From an optimization exercise on the open Yosys and OpenROAD flow, aimed at small area, a short achievable clock period and few clock cycles per item; shortcuts taken in it are not production practice.
The RTL was checked by simulation tests, not by an equivalence proof against the original design.
No activity file was given, so power comes from the tool's default toggle rates.

==> design/flow/design.v <==
`default_nettype none
package mipi_rx_pkg;
    localparam int WORD_W     = 48;
    localparam int LANE_BYTES = 6;
    localparam int LEN_W      = 24;
    localparam logic [WORD_W-1:0] SOF_DEFAULT = 48'hEA_FF_99_DE_AD_FF;
    localparam logic [WORD_W-1:0] EOF_DEFAULT = 48'hEA_FF_99_DE_AD_AA;
    localparam logic [7:0]        I2C_APP_ID_DEFAULT = 8'd7;
    typedef logic [WORD_W-1:0] word_t;
    typedef struct packed {
        logic [7:0]       app_id;   
        logic [LEN_W-1:0] length;   
        logic [7:0]       mask;     
    } frame_hdr_t;
    typedef struct packed {
        word_t data;
        logic  write;
        logic  commit;
        logic  discard;
    } buf_wr_t;
    typedef struct packed {
        logic [7:0] data;
        logic       write;
    } byte_wr_t;
    typedef enum logic [1:0] {
        HUNT_SOF,
        GET_HEADER,
        GET_DATA,
        CHECK_EOF
    } frame_state_t;
    typedef enum logic [1:0] {
        UNP_IDLE,
        UNP_HEADER,
        UNP_LOAD,
        UNP_BYTES
    } unpack_state_t;
    typedef enum logic {
        DEST_UART,
        DEST_I2C
    } dest_t;
endpackage
`default_nettype wire
`timescale 1ns/10ps
`default_nettype none
module frame_fsm #(
    parameter mipi_rx_pkg::word_t SOF_WORD = mipi_rx_pkg::SOF_DEFAULT,
    parameter mipi_rx_pkg::word_t EOF_WORD = mipi_rx_pkg::EOF_DEFAULT
) (
    input  wire logic                          rx_pixel_clk,
    input  wire logic                          arst_n,
    input  wire mipi_rx_pkg::word_t            rx_word,
    input  wire logic                          rx_valid,
    input  wire logic                          buf_full,
    input  wire logic                          cnt_last,
    input  wire logic                          cnt_zero,
    output mipi_rx_pkg::buf_wr_t               buf_wr,
    output logic                               cnt_load,
    output logic                               cnt_dec,
    output logic [mipi_rx_pkg::LEN_W-1:0]      cnt_init
);
    mipi_rx_pkg::frame_state_t state;
    mipi_rx_pkg::frame_state_t state_nxt;
    mipi_rx_pkg::frame_hdr_t   hdr;
    logic         eof_ok;
    assign hdr      = mipi_rx_pkg::frame_hdr_t'(rx_word[mipi_rx_pkg::WORD_W-1:8]);
    assign cnt_init = hdr.length;
    assign eof_ok   = (rx_word == EOF_WORD) && cnt_zero;   
    always_comb begin
        state_nxt   = state;
        buf_wr      = '0;
        buf_wr.data = rx_word;
        cnt_load    = 1'b0;
        cnt_dec     = 1'b0;
        if (rx_valid) begin
            case (state)
                mipi_rx_pkg::HUNT_SOF: begin
                    if (rx_word == SOF_WORD) begin
                        state_nxt = mipi_rx_pkg::GET_HEADER;
                    end
                end
                mipi_rx_pkg::GET_HEADER: begin
                    if (buf_full) begin
                        buf_wr.discard = 1'b1;   
                        state_nxt      = mipi_rx_pkg::HUNT_SOF;
                    end else begin
                        buf_wr.write = 1'b1;
                        cnt_load     = 1'b1;
                        state_nxt    = (hdr.length == '0) ? mipi_rx_pkg::CHECK_EOF : mipi_rx_pkg::GET_DATA;
                    end
                end
                mipi_rx_pkg::GET_DATA: begin
                    if (buf_full) begin
                        buf_wr.discard = 1'b1;
                        state_nxt      = mipi_rx_pkg::HUNT_SOF;
                    end else begin
                        buf_wr.write = 1'b1;
                        cnt_dec      = 1'b1;
                        state_nxt    = cnt_last ? mipi_rx_pkg::CHECK_EOF : mipi_rx_pkg::GET_DATA;
                    end
                end
                mipi_rx_pkg::CHECK_EOF: begin
                    buf_wr.commit  = eof_ok;
                    buf_wr.discard = !eof_ok;
                    state_nxt      = mipi_rx_pkg::HUNT_SOF;   
                end
                default: begin
                    state_nxt = mipi_rx_pkg::HUNT_SOF;
                end
            endcase
        end
    end
    always_ff @(posedge rx_pixel_clk or negedge arst_n) begin
        if (!arst_n) begin
            state <= mipi_rx_pkg::HUNT_SOF;
        end else begin
            state <= state_nxt;
        end
    end
endmodule
`default_nettype wire
`timescale 1ns/10ps
`default_nettype none
module word_counter (
    input  wire logic                          rx_pixel_clk,
    input  wire logic                          arst_n,
    input  wire logic                          load,
    input  wire logic                          dec,
    input  wire logic [mipi_rx_pkg::LEN_W-1:0] init,
    output logic                               last,
    output logic                               zero
);
    logic [mipi_rx_pkg::LEN_W-1:0] count;
    logic [mipi_rx_pkg::LEN_W-1:0] count_nxt;
    always_comb begin
        count_nxt = count;
        if (load) begin
            count_nxt = init;
        end else if (dec && (count != '0)) begin
            count_nxt = count - 1'b1;
        end
    end
    always_ff @(posedge rx_pixel_clk or negedge arst_n) begin
        if (!arst_n) begin
            count <= '0;
            last  <= 1'b0;
            zero  <= 1'b1;
        end else begin
            count <= count_nxt;
            last  <= (count_nxt == mipi_rx_pkg::LEN_W'(1));
            zero  <= (count_nxt == '0);
        end
    end
endmodule
`default_nettype wire
`timescale 1ns/10ps
`default_nettype none
module frame_buffer #(
    parameter int BUF_ADDR_W = 6
) (
    input  wire logic                 rx_pixel_clk,
    input  wire logic                 arst_n,
    input  wire mipi_rx_pkg::buf_wr_t buf_wr,
    input  wire logic                 buf_re,
    output mipi_rx_pkg::word_t        buf_rd_data,
    output logic                      buf_empty,
    output logic                      buf_full
);
    localparam int DEPTH = 2 ** BUF_ADDR_W;
    mipi_rx_pkg::word_t mem [DEPTH];
    logic [BUF_ADDR_W:0] rd_ptr;
    logic [BUF_ADDR_W:0] cm_ptr;   
    logic [BUF_ADDR_W:0] wr_ptr;   
    logic [BUF_ADDR_W:0] wr_ptr_inc;
    assign wr_ptr_inc  = wr_ptr + 1'b1;
    assign buf_empty   = (rd_ptr == cm_ptr);
    assign buf_full    = (wr_ptr[BUF_ADDR_W] != rd_ptr[BUF_ADDR_W]) &&
                         (wr_ptr[BUF_ADDR_W-1:0] == rd_ptr[BUF_ADDR_W-1:0]);
    assign buf_rd_data = mem[rd_ptr[BUF_ADDR_W-1:0]];   
    always_ff @(posedge rx_pixel_clk) begin
        if (buf_wr.write) begin
            mem[wr_ptr[BUF_ADDR_W-1:0]] <= buf_wr.data;
        end
    end
    always_ff @(posedge rx_pixel_clk or negedge arst_n) begin
        if (!arst_n) begin
            rd_ptr <= '0;
            cm_ptr <= '0;
            wr_ptr <= '0;
        end else begin
            if (buf_wr.discard) begin
                wr_ptr <= cm_ptr;   
            end else if (buf_wr.write) begin
                wr_ptr <= wr_ptr_inc;
            end
            if (buf_wr.commit) begin
                cm_ptr <= buf_wr.write ? wr_ptr_inc : wr_ptr;
            end
            if (buf_re && !buf_empty) begin
                rd_ptr <= rd_ptr + 1'b1;
            end
        end
    end
endmodule
`default_nettype wire
`timescale 1ns/10ps
`default_nettype none
module byte_unpacker #(
    parameter logic [7:0] I2C_APP_ID = mipi_rx_pkg::I2C_APP_ID_DEFAULT
) (
    input  wire logic                  rx_pixel_clk,
    input  wire logic                  arst_n,
    input  wire mipi_rx_pkg::word_t    buf_rd_data,
    input  wire logic                  buf_empty,
    input  wire logic                  uart_full,
    input  wire logic                  i2c_full,
    output logic                       buf_re,
    output mipi_rx_pkg::byte_wr_t      uart_wr,
    output mipi_rx_pkg::byte_wr_t      i2c_wr
);
    mipi_rx_pkg::unpack_state_t    state;
    mipi_rx_pkg::frame_hdr_t       hdr;
    mipi_rx_pkg::frame_hdr_t       hdr_in;
    mipi_rx_pkg::dest_t            dest;
    mipi_rx_pkg::word_t            shift;
    logic [mipi_rx_pkg::LEN_W-1:0] words_left;
    logic [2:0]       bytes_left;
    logic             target_full;
    logic             emit;
    function automatic logic [2:0] last_bytes(input logic [7:0] mask);
        case (mask)
            8'd1:    last_bytes = 3'd1;
            8'd3:    last_bytes = 3'd2;
            8'd7:    last_bytes = 3'd3;
            8'd15:   last_bytes = 3'd4;
            8'd31:   last_bytes = 3'd5;
            default: last_bytes = 3'(mipi_rx_pkg::LANE_BYTES);
        endcase
    endfunction
    assign hdr_in      = mipi_rx_pkg::frame_hdr_t'(buf_rd_data[mipi_rx_pkg::WORD_W-1:8]);
    assign dest        = (hdr.app_id == I2C_APP_ID) ? mipi_rx_pkg::DEST_I2C : mipi_rx_pkg::DEST_UART;
    assign target_full = (dest == mipi_rx_pkg::DEST_I2C) ? i2c_full : uart_full;
    assign emit        = (state == mipi_rx_pkg::UNP_BYTES) && !target_full;
    assign buf_re      = !buf_empty && ((state == mipi_rx_pkg::UNP_HEADER) || (state == mipi_rx_pkg::UNP_LOAD));
    assign uart_wr.data  = shift[mipi_rx_pkg::WORD_W-1 -: 8];
    assign uart_wr.write = emit && (dest == mipi_rx_pkg::DEST_UART);
    assign i2c_wr.data   = shift[mipi_rx_pkg::WORD_W-1 -: 8];
    assign i2c_wr.write  = emit && (dest == mipi_rx_pkg::DEST_I2C);
    always_ff @(posedge rx_pixel_clk) begin
        if ((state == mipi_rx_pkg::UNP_HEADER) && buf_re) begin
            hdr <= hdr_in;
        end
        if ((state == mipi_rx_pkg::UNP_LOAD) && buf_re) begin
            shift <= buf_rd_data;
        end else if (emit) begin
            shift <= shift << 8;
        end
    end
    always_ff @(posedge rx_pixel_clk or negedge arst_n) begin
        if (!arst_n) begin
            state      <= mipi_rx_pkg::UNP_IDLE;
            words_left <= '0;
            bytes_left <= '0;
        end else begin
            case (state)
                mipi_rx_pkg::UNP_IDLE: begin
                    if (!buf_empty) begin
                        state <= mipi_rx_pkg::UNP_HEADER;
                    end
                end
                mipi_rx_pkg::UNP_HEADER: begin
                    if (buf_re) begin
                        words_left <= hdr_in.length;
                        state      <= (hdr_in.length == '0) ? mipi_rx_pkg::UNP_IDLE : mipi_rx_pkg::UNP_LOAD;
                    end
                end
                mipi_rx_pkg::UNP_LOAD: begin
                    if (buf_re) begin
                        words_left <= words_left - 1'b1;
                        bytes_left <= (words_left == mipi_rx_pkg::LEN_W'(1)) ? last_bytes(hdr.mask)
                                                                : 3'(mipi_rx_pkg::LANE_BYTES);
                        state      <= mipi_rx_pkg::UNP_BYTES;
                    end
                end
                mipi_rx_pkg::UNP_BYTES: begin
                    if (emit) begin
                        bytes_left <= bytes_left - 1'b1;
                        if (bytes_left == 3'd1) begin
                            state <= (words_left == '0) ? mipi_rx_pkg::UNP_IDLE : mipi_rx_pkg::UNP_LOAD;
                        end
                    end
                end
                default: begin
                    state <= mipi_rx_pkg::UNP_IDLE;
                end
            endcase
        end
    end
endmodule
`default_nettype wire
`timescale 1ns/10ps
`default_nettype none
module byte_fifo #(
    parameter int ADDR_W = 5
) (
    input  wire logic                  rx_pixel_clk,
    input  wire logic                  arst_n,
    input  wire mipi_rx_pkg::byte_wr_t wr,
    input  wire logic                  re,
    output logic [7:0]                 rd_data,
    output logic                       empty,
    output logic                       full
);
    localparam int DEPTH = 2 ** ADDR_W;
    logic [7:0]      mem [DEPTH];
    logic [ADDR_W-1:0] wr_ptr;
    logic [ADDR_W-1:0] rd_ptr;
    logic [ADDR_W:0]   count;
    logic              do_wr;
    logic              do_rd;
    assign empty   = (count == '0);
    assign full    = (count == (ADDR_W + 1)'(DEPTH));
    assign do_wr   = wr.write && !full;
    assign do_rd   = re && !empty;   
    assign rd_data = mem[rd_ptr];
    always_ff @(posedge rx_pixel_clk) begin
        if (do_wr) begin
            mem[wr_ptr] <= wr.data;
        end
    end
    always_ff @(posedge rx_pixel_clk or negedge arst_n) begin
        if (!arst_n) begin
            wr_ptr <= '0;
            rd_ptr <= '0;
            count  <= '0;
        end else begin
            if (do_wr) begin
                wr_ptr <= wr_ptr + 1'b1;
            end
            if (do_rd) begin
                rd_ptr <= rd_ptr + 1'b1;
            end
            count <= count + (ADDR_W + 1)'(do_wr) - (ADDR_W + 1)'(do_rd);
        end
    end
endmodule
`default_nettype wire
`timescale 1ns/10ps
`default_nettype none
module mipi_rx_decoder #(
    parameter mipi_rx_pkg::word_t SOF_WORD   = mipi_rx_pkg::SOF_DEFAULT,
    parameter mipi_rx_pkg::word_t EOF_WORD   = mipi_rx_pkg::EOF_DEFAULT,
    parameter logic [7:0]         I2C_APP_ID = mipi_rx_pkg::I2C_APP_ID_DEFAULT,
    parameter int                 BUF_ADDR_W = 6,
    parameter int                 OUT_ADDR_W = 5
) (
    input  wire logic        rx_pixel_clk,
    input  wire logic        arst_n,
    input  wire logic [63:0] mipi_rx_data,
    input  wire logic        mipi_rx_valid,
    input  wire logic        uart_fifo_re,
    input  wire logic        i2c_fifo_re,
    output logic [7:0]       uart_data,
    output logic [7:0]       i2c_data,
    output logic             uart_fifo_empty,
    output logic             i2c_fifo_empty
);
    mipi_rx_pkg::word_t            rx_word;
    mipi_rx_pkg::buf_wr_t          buf_wr;
    logic             buf_full;
    logic             buf_empty;
    logic             buf_re;
    mipi_rx_pkg::word_t            buf_rd_data;
    logic             cnt_load;
    logic             cnt_dec;
    logic [mipi_rx_pkg::LEN_W-1:0] cnt_init;
    logic             cnt_last;
    logic             cnt_zero;
    mipi_rx_pkg::byte_wr_t         uart_wr;
    mipi_rx_pkg::byte_wr_t         i2c_wr;
    logic             uart_full;
    logic             i2c_full;
    always_comb begin
        for (int i = 0; i < mipi_rx_pkg::LANE_BYTES; i++) begin
            rx_word[mipi_rx_pkg::WORD_W-1-8*i -: 8] = mipi_rx_data[8*i +: 8];
        end
    end
    frame_fsm #(
        .SOF_WORD (SOF_WORD),
        .EOF_WORD (EOF_WORD)
    ) u_frame_fsm (
        .rx_pixel_clk (rx_pixel_clk),
        .arst_n       (arst_n),
        .rx_word      (rx_word),
        .rx_valid     (mipi_rx_valid),
        .buf_full     (buf_full),
        .cnt_last     (cnt_last),
        .cnt_zero     (cnt_zero),
        .buf_wr       (buf_wr),
        .cnt_load     (cnt_load),
        .cnt_dec      (cnt_dec),
        .cnt_init     (cnt_init)
    );
    word_counter u_word_counter (
        .rx_pixel_clk (rx_pixel_clk),
        .arst_n       (arst_n),
        .load         (cnt_load),
        .dec          (cnt_dec),
        .init         (cnt_init),
        .last         (cnt_last),
        .zero         (cnt_zero)
    );
    frame_buffer #(
        .BUF_ADDR_W (BUF_ADDR_W)
    ) u_frame_buffer (
        .rx_pixel_clk (rx_pixel_clk),
        .arst_n       (arst_n),
        .buf_wr       (buf_wr),
        .buf_re       (buf_re),
        .buf_rd_data  (buf_rd_data),
        .buf_empty    (buf_empty),
        .buf_full     (buf_full)
    );
    byte_unpacker #(
        .I2C_APP_ID (I2C_APP_ID)
    ) u_byte_unpacker (
        .rx_pixel_clk (rx_pixel_clk),
        .arst_n       (arst_n),
        .buf_rd_data  (buf_rd_data),
        .buf_empty    (buf_empty),
        .uart_full    (uart_full),
        .i2c_full     (i2c_full),
        .buf_re       (buf_re),
        .uart_wr      (uart_wr),
        .i2c_wr       (i2c_wr)
    );
    byte_fifo #(
        .ADDR_W (OUT_ADDR_W)
    ) uart_fifo (
        .rx_pixel_clk (rx_pixel_clk),
        .arst_n       (arst_n),
        .wr           (uart_wr),
        .re           (uart_fifo_re),
        .rd_data      (uart_data),
        .empty        (uart_fifo_empty),
        .full         (uart_full)
    );
    byte_fifo #(
        .ADDR_W (OUT_ADDR_W)
    ) i2c_fifo (
        .rx_pixel_clk (rx_pixel_clk),
        .arst_n       (arst_n),
        .wr           (i2c_wr),
        .re           (i2c_fifo_re),
        .rd_data      (i2c_data),
        .empty        (i2c_fifo_empty),
        .full         (i2c_full)
    );
endmodule
`default_nettype wire
==> design/flow/run.sh <==
#!/bin/bash
# synth_recipe.tcl (not shown) runs the flow's synth.tcl, then flattens the netlist and writes it again
# the make line also repeats each setting of config.mk as NAME=value (left out here)
make -C /OpenROAD-flow-scripts/flow DESIGN_CONFIG=/design/flow/config.mk WORK_HOME=/design/flow/orfs CLKGATE_MAP_FILE= SYNTH_SCRIPT=/design/flow/synth_recipe.tcl finish
==> design/flow/config.mk <==
export PLATFORM = sky130hd
export DESIGN_NAME = mipi_rx_decoder
export DESIGN_NICKNAME = mipi_rx_decoder
export VERILOG_FILES = /design/flow/design.v
export SDC_FILE = /design/flow/constraint.sdc
export NUM_CORES = 4
export LEC_CHECK = 0
export CAP_MARGIN = 20
export CORE_MARGIN = 2
export CORE_UTILIZATION = 45
export SLEW_MARGIN = 20
==> design/flow/constraint.sdc <==
create_clock -name core_clock -period 5.5 [get_ports {rx_pixel_clk}]
set_input_delay 1.1000 -clock core_clock [delete_from_list [all_inputs] [get_ports {rx_pixel_clk}]]
set_output_delay 1.1000 -clock core_clock [all_outputs]
set_load 0.01 [all_outputs]
==> summary.txt <==
==> through the flow <==
step / instances / area (sq um)
after CTS: 11535 / 166000
after global routing: 11541 / 166000
final: 11549 / 166000
after floorplan: 6438 / 146000
after global placement: 10835 / 154000
after detailed placement: 10835 / 154000
==> cell usage in the layout, fill, tap and decap left out, drive strengths merged, types with 13 or more instances in the layout <==
| master | synthesis | routed |
|---|---|---|
| a21oi | 65 | 65 |
| a221oi | 22 | 22 |
| a22oi | 45 | 45 |
| a31oi | 14 | 14 |
| and2 | 13 | 13 |
| and3 | 18 | 18 |
| buf | 184 | 389 |
| bufinv | 0 | 24 |
| clkbuf | 154 | 478 |
| clkdlybuf4s50 | 0 | 21 |
| clkinv | 3 | 178 |
| dfrtp | 109 | 109 |
| diode | 0 | 14 |
| edfxtp | 3648 | 3648 |
| ha | 46 | 46 |
| inv | 47 | 59 |
| mux2 | 65 | 65 |
| mux2i | 99 | 99 |
| mux4 | 1053 | 1053 |
| nand2 | 144 | 144 |
| nand3 | 47 | 47 |
| nand4 | 25 | 25 |
| nor2 | 204 | 204 |
| nor3 | 25 | 25 |
| nor4 | 31 | 31 |
| o21ai | 110 | 110 |
| o22ai | 13 | 13 |
| or4 | 13 | 13 |
| xnor2 | 42 | 42 |
| xor2 | 16 | 16 |
==> cell usage after synthesis, drive strengths merged, types with 7 or more instances <==
cell / number / area [sq um]
nor4: 31 / 206
nor3b: 7 / 52.6
or3: 11 / 68.8
a211oi: 11 / 82.6
or3b: 7 / 61.3
o221ai: 10 / 87.6
buf: 184 / 873
a221oi: 22 / 193
edfxtp: 3648 / 110000
xor2: 16 / 140
clkbuf: 154 / 578
nor2b: 12 / 75.1
nor2: 204 / 766
or4: 13 / 101
mux2: 65 / 732
ha: 46 / 576
a22o: 9 / 78.8
nand2: 144 / 541
dfrtp: 109 / 2730
nand4: 25 / 156
and3: 18 / 113
o211ai: 10 / 80.1
a21oi: 65 / 325
or2: 8 / 50.1
nand3: 47 / 235
nor3: 25 / 130
a22oi: 45 / 338
mux4: 1053 / 23700
nor4b: 8 / 70.1
o22ai: 13 / 81.3
xnor2: 42 / 368
mux2i: 99 / 991
o21ai: 110 / 551
a31oi: 14 / 87.6
inv: 47 / 176
and2: 13 / 81.3
nand2b: 9 / 56.3
nand3b: 8 / 60.1
==> layer usage <==
layer	vias to the layer above	GRT usage [%]
met1	38731	34.0
li1	28342	-
met5	-	0
met2	3496	38.7
met3	687	4.03
met4	8	8.41
==> layout make-up <==
| type | count | share of cell area [%] |
|---|---|---|
| inverter | 50 | 0.114 |
| tap | 4325 | 3.25 |
| antenna | 14 | 0.0211 |
| timing repair buffer | 410 | 2.40 |
| clock buffer | 478 | 6.13 |
| clock inverter | 222 | 1.09 |
| sequential | 3758 | 67.5 |
| multi-input combinational | 2292 | 19.5 |
==> final timing paths <==
check,endpoint
max in group asynchronous,u_frame_buffer.rd_ptr[1]
min reg2reg,u_byte_unpacker.bytes_left[1]
max,uart_data[4]
max reg2reg,u_byte_unpacker.state[1]
min,uart_fifo.wr_ptr[2]
min in group core_clock,u_frame_buffer.mem[26][40]
==> flip-flops by register name, summed over array words and instances (netlist names), 3 cells and up <==
name and count:
uart_fifo.rd_ptr 5, u_byte_unpacker.words_left 24, u_frame_buffer.mem 3072, uart_fifo.mem 256, u_word_counter.count 24, uart_fifo.wr_ptr 5, i2c_fifo.wr_ptr 5, uart_fifo.count 6
u_frame_buffer.rd_ptr 7, i2c_fifo.rd_ptr 5, u_byte_unpacker.hdr 16, u_byte_unpacker.bytes_left 3, u_frame_buffer.wr_ptr 7, i2c_fifo.mem 256, u_frame_buffer.cm_ptr 7, u_byte_unpacker.shift 48
i2c_fifo.count 6
==> power groups by stage <==
stage / clock [mW] / combinational, mW / sequential [mW]
2_1_floorplan: 0 / 2.24 / 32.7
3_3_place_gp: 0 / 3.32 / 33.2
3_5_place_dp: 0 / 3.39 / 33.2
4_1_cts: 25.4 / 3.40 / 32.6
5_1_grt: 26.4 / 3.60 / 32.7
6_report: 25.1 / 3.38 / 32.6
==> kinds of logic (layout without fill, tap and decap cells) <==
kind of cell / Yosys count / in the layout / share of synthesized area [%]
AOI/OAI and AO/OA: 368 / 368 / 1.65
xor gates and xnor gates: 58 / 58 / 0.348
adders and majority gates: 48 / 48 / 0.422
buffers and inverters: 388 / 1160 / 1.12
DFF: 3758 / 3758 / 77.0
muxes: 1217 / 1217 / 17.4
other: 0 / 14 / 0
and+or+nand+nor: 601 / 601 / 2.01
==> results.ini <==
[drt]
drtAntennaViolNets=0
firstDrtPassIters=8
top_layer=met5
met2WireLength_microns=194000
drt-met1-wl_microns=159000
routed_wl_microns=402000
via_count=71264
wl_per_cell_microns=34.8
drt_iter0_drc=10049
drc_errors=0
vias_per_cell=6.17
dr_wl_met3_microns=33900

[final_layout]
layout-drive-gt1-share_pct=29.6
multiInputGateArea_sq_mm=0.0324
final_nets=7012
fillCellCount=25232
final_util_pct=51.5
syn_to_final_growth_pct=14.1
seq_area_sq_mm=0.112

[critical_path]
worst-path-stages=5
crit_path_end_kind=output pin
crit_path_start=uart_fifo.rd_ptr[0]
ff2ff_setup_slack_ns=0.61
path_max_fanout=18
crit_family=multiplexers
slowest_stage=dfrtp_4
criticalPathCategory=reg2out
worstPathArrival_ns=3.91
rr_worst_depth=12
cpMostUsedCell=mux4_2
cp-start-kind=register
slowest_delay_ns=0.67
critPathRequiredTime_ns=4.40
rr_startpoint=u_frame_buffer.rd_ptr[0]
path_buf_inv=2
crit_chain=buf_4 > mux4_2 > mux4_2 > mux2_2 > clkdlybuf4s50_1

[power_and_ir_drop]
power_mw=61.1
p_int_mw=47.5
power_frac_comb_pct=5.5
ir_worst_vdd_uv=331
swShare_pct=22.3
p_clk_share_pct=41.0
p_leak_nw=48.7
power.density_mw_per_mm2=367
seqPwrFrac_pct=53.4
p_sw_mw=13.6

[sta]
hold-worst-slack_ns=0.208
rsz0062_at_grt=no
finClkSkew_ns=0.0639
timing.final.ws_setup_ns=0.488
worstMarginPinSlew_ns=1.10
final.min_clock_period_ns=5.01
setup_violations=0
final_max_slew_viol_count=0
hold_violations=0
period_share_pct=91.1
relSlewSlack_pct=26.5
totalNegativeSetupSlack_ns=0
max_freq_mhz=200

[grt]
track_usage_pct=24.2
grt_pass1_wl_microns=559000
grt_max_degree=111
antenna_found_initial=21
overflow=0
first_global_vias=71225

[clock_tree]
cts_resized=0
clk_pin_slew_worst_paths_ns=0.06
worst_skew_pair.late_latency_ns=0.97
cts_tree=built
hold_buffers=0
cts_root_buf=clkbuf_16
numCtsBuffers=383
cts_setup_buffers=0
clock_sinks=3758
cts_max_level=5
clockBufferDepth=4

[synth]
ys_ff_latch=3758
ys.flop_type=edfxtp_1
ys_seq_area_share_pct=77.0
netlist_instances=6438
yosysWarningCount=6
syn-num-nets=6555
synth.cell_area_sq_mm=0.146
synth_edf_count=3648
syn_avg_cell_area_sq_um=22.7
synthArstFlopShare_pct=2.93
synth_cell_types=80

[outcome]
status=finished clean

[floorplan]
io_pins=87
die_h_microns=573
coreArea_sq_mm=0.323
start_util_pct=45.1
num_rows=209
die_width_microns=573
dieArea_sq_mm=0.329

[worst_hold_path]
hold_path_class=in2async

[placed_design]
dp_hpwl_microns=225000
portBuffers=70
gp_congestion=0.881
pre_cts_ws_ns=0.698

[run]
cap_violations=0

Testbench counts, summed over its fixed seeds: cycles 21,050, items 16,964.

-- re-timing with driven ports --
Ports are ideal in the flow. The routed layout listed here was re-timed in OpenROAD.
Step 1, drivers: a clkbuf_16 drives rx_pixel_clk and a buf_2 each remaining input, both assumed.
Step 2 times the ports against the registers' clock, not the clock port: input delays grow and output delays shrink by t, the midpoint of the rising clock arrivals with the driver on.
Three values: ideal, step 1, step 2; two values: the first two.
t (ns): 1.044
setup slack, ns: 0.488 / 0.380 / 0.612
worst hold slack (ns): 0.208 / 0.129 / 0.500
latest minus earliest clock arrival (ns): 0.080 / 0.080
After both steps setup and hold are still met in this run. The setup slack of this run moves by -0.108 ns with the drivers and by +0.124 ns with both steps.
